This design comes from an exercise in tuning for small area and a short achievable clock period on the open sky130 flow, not from production work. Function was checked by simulation only, so behaviour that the tests miss may differ from the original. Power is estimated from default activity; no workload was simulated.

==> flow/design.v (excerpt) <==
module default_peripheral_system (
	input  logic        clock,
	input  logic        rst,
	input  logic        irq_cfg_req,
	input  logic [5:0]  irq_cfg_entry,
	input  logic        irq_cfg_valid,
	input  logic        irq_cfg_mask,
	input  logic [1:0]  irq_cfg_level,
	input  logic        req,
	input  logic        rw,
	input  logic [31:0] addr,
	input  logic [31:0] wdata,
	output logic        busy,
	output logic        valid,
	output logic [31:0] rdata,
	output logic        irq_req,
	output logic [5:0]  irq_num,
	input  logic        irq_ack,
	input  logic [63:0] irq_src,
	output logic        sci_txd,
	input  logic        sci_rxd
);
	logic        timer_match;
	logic        sci_rx_event;
	logic [63:0] irq_events;
	logic        rst_q;
	logic        timer_wr;
	logic        sci_wr;
	logic        sci_rd;
	logic [1:0]  offset;
	logic [31:0] wdata_q;
	logic [31:0] timer_rdata;
	logic [31:0] sci_rdata;
	always_comb begin
		irq_events                          = irq_src;
		irq_events[dps_pkg::IRQ_NUM_TIMER]  = irq_src[dps_pkg::IRQ_NUM_TIMER] | timer_match;
		irq_events[dps_pkg::IRQ_NUM_SCI_RX] = irq_src[dps_pkg::IRQ_NUM_SCI_RX] | sci_rx_event;
	end
	always_ff @(posedge clock) begin
		rst_q <= rst;
	end
	dps_bus_ctrl bus_ctrl_i (
		.clock       (clock),
		.rst         (rst),
		.req         (req),
		.rw          (rw),
		.addr        (addr),
		.wdata       (wdata),
		.busy        (busy),
		.valid       (valid),
		.rdata       (rdata),
		.timer_wr    (timer_wr),
		.sci_wr      (sci_wr),
		.sci_rd      (sci_rd),
		.offset      (offset),
		.wdata_q     (wdata_q),
		.timer_rdata (timer_rdata),
		.sci_rdata   (sci_rdata)
	);
	dps_timer timer_i (
		.rst_q    (rst_q),
		.clock  (clock),
		.rst    (rst),
		.wr     (timer_wr),
		.offset (offset),
		.wdata  (wdata_q),
		.rdata  (timer_rdata),
		.match  (timer_match)
	);
	dps_sci sci_i (
		.rst_q    (rst_q),
		.clock    (clock),
		.rst      (rst),
		.rxd      (sci_rxd),
		.wr       (sci_wr),
		.rd       (sci_rd),
		.offset   (offset),
		.wdata    (wdata_q),
		.rdata    (sci_rdata),
  ...
==> module dps_bus_ctrl, before the edit <==
module dps_bus_ctrl (
	input  logic        clock,
	input  logic        rst,
	input  logic        req,
	input  logic        rw,
	input  logic [31:0] addr,
	input  logic [31:0] wdata,
	output logic        busy,
	output logic        valid,
	output logic [31:0] rdata,
	output logic        timer_wr,
	output logic        sci_wr,
	output logic        sci_rd,
	output logic [1:0]  offset,
	output logic [31:0] wdata_q,
	input  logic [31:0] timer_rdata,
	input  logic [31:0] sci_rdata
);
	logic        idle;
	logic        first;
	logic        rw_q;
	logic        read_q;
	logic        low_q;
	logic        a8_q;
	logic        timer_q;
	logic        sci_q;
	logic [31:0] data_q;
	logic [31:0] rd;
	assign timer_q = low_q && !a8_q;
	assign sci_q   = low_q && a8_q;
	assign rd      = (timer_q ? timer_rdata : 32'd0) | (sci_q ? sci_rdata : 32'd0);
	always_ff @(posedge clock) begin
		if (rst) begin
			busy    <= 1'b0;
			idle    <= 1'b1;
			read_q  <= 1'b0;
			valid   <= 1'b0;
		end else begin
			busy    <= idle ? req : first;
			idle    <= idle ? !req : !first;
			read_q  <= !idle && first && !rw_q;
			valid   <= read_q;
		end
		first <= idle;
	end
	always_ff @(posedge clock) begin
		rw_q   <= rw;
		offset <= addr[3:2];
		low_q  <= (addr[31:9] == 23'd0) && (addr[1:0] == 2'd0);
		a8_q   <= addr[8];
	end
	always_ff @(posedge clock) begin
		if (idle) begin
			data_q <= wdata;
		end else if (first) begin
			data_q <= rd;
		end
	end
	assign timer_wr = !idle && first && timer_q && rw_q;
	assign sci_wr   = !idle && first && sci_q && rw_q;
	assign sci_rd   = !idle && first && sci_q && !rw_q;
	assign wdata_q  = data_q;
	assign rdata    = data_q;
endmodule
==> module dps_irq_ctrl, before the edit <==
module dps_irq_ctrl (
	input  logic        clock,
	input  logic        rst,
	input  logic        rst_q,
	input  logic        cfg_req,
	input  logic [5:0]  cfg_entry,
	input  logic        cfg_valid,
	input  logic        cfg_mask,
	input  logic [1:0]  cfg_level,
	input  logic [63:0] events,
	input  logic        ack,
	output logic        irq_req,
	output logic [5:0]  irq_num
);
	logic [63:0] enabled;
	logic [63:0] lvl1;
	logic [63:0] lvl0;
	logic [63:0] pending;
	logic [63:0] cand;
	logic [63:0] top1;
	logic [63:0] sel;
	logic        max1;
	logic        max0;
	logic        found;
	logic [5:0]  best_num;
	logic [7:0]  wsel_hi;
	logic [7:0]  wsel_lo;
	logic        ent_valid;
	assign ent_valid = cfg_valid && cfg_mask && !rst;
	always_comb begin
		for (int j = 0; j < 8; j++) begin
			wsel_hi[j] = rst || (cfg_req && cfg_entry[5:3] == 3'(j));
			wsel_lo[j] = rst || (cfg_entry[2:0] == 3'(j));
		end
	end
	always_ff @(posedge clock) begin
		for (int i = 0; i < 64; i++) begin
			if (wsel_hi[i / 8] && wsel_lo[i % 8]) begin
				enabled[i] <= ent_valid;
				lvl1[i]    <= cfg_level[1] && ent_valid;
				lvl0[i]    <= cfg_level[0] && ent_valid;
			end
		end
	end
	assign cand  = pending & enabled;
	assign found = |cand;
	assign max1  = |(pending & lvl1);
	assign top1  = max1 ? (pending & lvl1) : cand;
	assign max0  = |(top1 & lvl0);
	assign sel   = top1 & (lvl0 | {64{!max0}});
	dps_prio_enc #(.W(6)) enc_i (
		.in  (sel),
		.any (),
		.idx (best_num)
	);
	logic [7:0]  kill_hi;
	logic [7:0]  kill_lo;
	always_comb begin
		for (int j = 0; j < 8; j++) begin
			kill_hi[j] = rst_q || (irq_req && ack && irq_num[5:3] == 3'(j));
			kill_lo[j] = rst_q || (irq_num[2:0] == 3'(j));
		end
	end
	always_ff @(posedge clock) begin
		for (int i = 0; i < 64; i++) begin
			pending[i] <= (pending[i] && !(kill_hi[i / 8] && kill_lo[i % 8])) || events[i];
		end
		if (rst) begin
			irq_req <= 1'b0;
		end else begin
			irq_req <= irq_req ? !ack : found;
		end
		if (!irq_req) begin
			irq_num <= best_num;
		end
	end
endmodule
Settings: LEC_CHECK=0, CAP_MARGIN=20, CORE_MARGIN=2, CORE_UTILIZATION=65, PLACE_DENSITY=0.75, SLEW_MARGIN=20; clock period 85.0 ns.
standard.sh (not shown) runs the stock make flow with config.mk's settings and CLKGATE_MAP_FILE= SYNTH_SCRIPT=/design/flow/synth_recipe.tcl, a recipe that flattens the netlist after the stock synthesis.
==> flow/flow/run.sh <==
#!/bin/bash
# The standard layout (standard.sh) with these changes:
# - synthesis maps the logic with an area-oriented ABC script (flow/abc_area.script,
#   used in place of ORFS's abc_speed.script); the flops and their names are the
#   standard synthesis's, as only the combinational logic goes through ABC;
# - the ports get plain buf_1 buffers instead of the delay cell buffer_ports picks;
# - clock tree synthesis without dummy loads and with larger sink clusters.
# Each step's full output is in the logs under orfs/logs and in *.log here.
set -euo pipefail
here=$(pwd)
rm -rf "$here/abc_scripts"
cp -r "$FLOW_HOME/scripts" "$here/abc_scripts"
cp "$here/flow/abc_area.script" "$here/abc_scripts/abc_speed.script"
export BUFFER_PORTS_ARGS="-buffer_cell sky130_fd_sc_hd__buf_1"
export CTS_ARGS="-sink_clustering_enable -repair_clock_nets -dont_use_dummy_load -buf_list {sky130_fd_sc_hd__clkbuf_8 sky130_fd_sc_hd__clkbuf_16} -sink_clustering_size 30 -sink_clustering_max_diameter 80"
export SETUP_SLACK_MARGIN=66.8
export SETUP_MOVE_SEQUENCE="sizeup,swap"
SCRIPTS_DIR="$here/abc_scripts" bash standard.sh synth > synth.log 2>&1
bash standard.sh > standard.log 2>&1
==> flow/flow/abc_area.script <==
&get -n
&st
&deepsyn -T 60
&dch -f
&nf -R 1000 -p -F 8 -A 4 -a
&st
&deepsyn -T 60
&dch -f
&nf -R 1000 -p -F 8 -A 4 -a
&put
buffer -c
topo
stime -c
upsize -c
dnsize -c
The first run passed the timing, design-rule and antenna checks.
Next try:
--- a/flow/design.v
+++ b/flow/design.v
@@ -25,11 +25,10 @@
 	input  logic [31:0] sci_rdata
 );
 	logic        idle;
 	logic        first;
 	logic        rw_q;
-	logic        read_q;
 	logic        low_q;
 	logic        a8_q;
 	logic        timer_q;
 	logic        sci_q;
 	logic [31:0] data_q;
@@ -37,27 +36,27 @@
 	assign timer_q = low_q && !a8_q;
 	assign sci_q   = low_q && a8_q;
 	assign rd      = (timer_q ? timer_rdata : 32'd0) | (sci_q ? sci_rdata : 32'd0);
 	always_ff @(posedge clock) begin
 		if (rst) begin
-			busy    <= 1'b0;
-			idle    <= 1'b1;
-			read_q  <= 1'b0;
-			valid   <= 1'b0;
+			busy  <= 1'b0;
+			idle  <= 1'b1;
+			valid <= 1'b0;
 		end else begin
-			busy    <= idle ? req : first;
-			idle    <= idle ? !req : !first;
-			read_q  <= !idle && first && !rw_q;
-			valid   <= read_q;
+			busy  <= idle ? req : first;
+			idle  <= idle ? !req : !first;
+			valid <= !idle && !first && !rw_q;
 		end
 		first <= idle;
 	end
 	always_ff @(posedge clock) begin
-		rw_q   <= rw;
-		offset <= addr[3:2];
-		low_q  <= (addr[31:9] == 23'd0) && (addr[1:0] == 2'd0);
-		a8_q   <= addr[8];
+		if (idle) begin
+			rw_q   <= rw;
+			offset <= addr[3:2];
+			low_q  <= (addr[31:9] == 23'd0) && (addr[1:0] == 2'd0);
+			a8_q   <= addr[8];
+		end
 	end
 	always_ff @(posedge clock) begin
 		if (idle) begin
 			data_q <= wdata;
 		end else if (first) begin
@@ -276,19 +275,19 @@
 	end
 	always_ff @(posedge clock) begin
 		for (int i = 0; i < 64; i++) begin
 			if (wsel_hi[i / 8] && wsel_lo[i % 8]) begin
 				enabled[i] <= ent_valid;
-				lvl1[i]    <= cfg_level[1] && ent_valid;
-				lvl0[i]    <= cfg_level[0] && ent_valid;
+				lvl1[i]    <= cfg_level[1];
+				lvl0[i]    <= cfg_level[0];
 			end
 		end
 	end
 	assign cand  = pending & enabled;
 	assign found = |cand;
-	assign max1  = |(pending & lvl1);
-	assign top1  = max1 ? (pending & lvl1) : cand;
+	assign max1  = |(cand & lvl1);
+	assign top1  = cand & (lvl1 | {64{!max1}});
 	assign max0  = |(top1 & lvl0);
 	assign sel   = top1 & (lvl0 | {64{!max0}});
 	dps_prio_enc #(.W(6)) enc_i (
 		.in  (sel),
 		.any (),
Design area goes up by 1.7%.
Global-route usage goes up by 0.40 points.
Total power goes up by 3.4%.
Area after synthesis goes up by 1.9%.
Wire length goes up by 3.6%.
Worst hold slack barely changes.
Clock skew goes up by 0.026 ns.
Maximum frequency stays flat.

[static timing again, ports no longer ideal]
In the flow no input, the clock included, has a driving cell. The finished layouts below were timed again as built, in two steps.
Step 1, drivers: a clkbuf_16 drives clock and a buf_2 each remaining input, both assumed.
Step 2 also shifts input and output timing later by t, the mid clock arrival at the registers, as if the neighbouring blocks saw the same clock.
Slacks: no drivers / after step 1 / after step 2; pairs: no drivers / after step 1.
run | shift t [ns] | slack for setup (ns) | worst setup path after step 2 | worst register clock-pin slew, ns | worst slew at a driven data input, ns
the first run | 0.587 | 66.708 / 66.655 / 66.210 | input to register | 0.12 / 0.12 | 0.08
the second run | 0.575 | 66.655 / 66.601 / 66.262 | input to register | 0.12 / 0.12 | 0.08
After both steps every run listed still meets setup and hold. For the first run, which loses most, drivers alone change the setup slack by -0.053 ns; drivers and shift together by -0.498 ns.
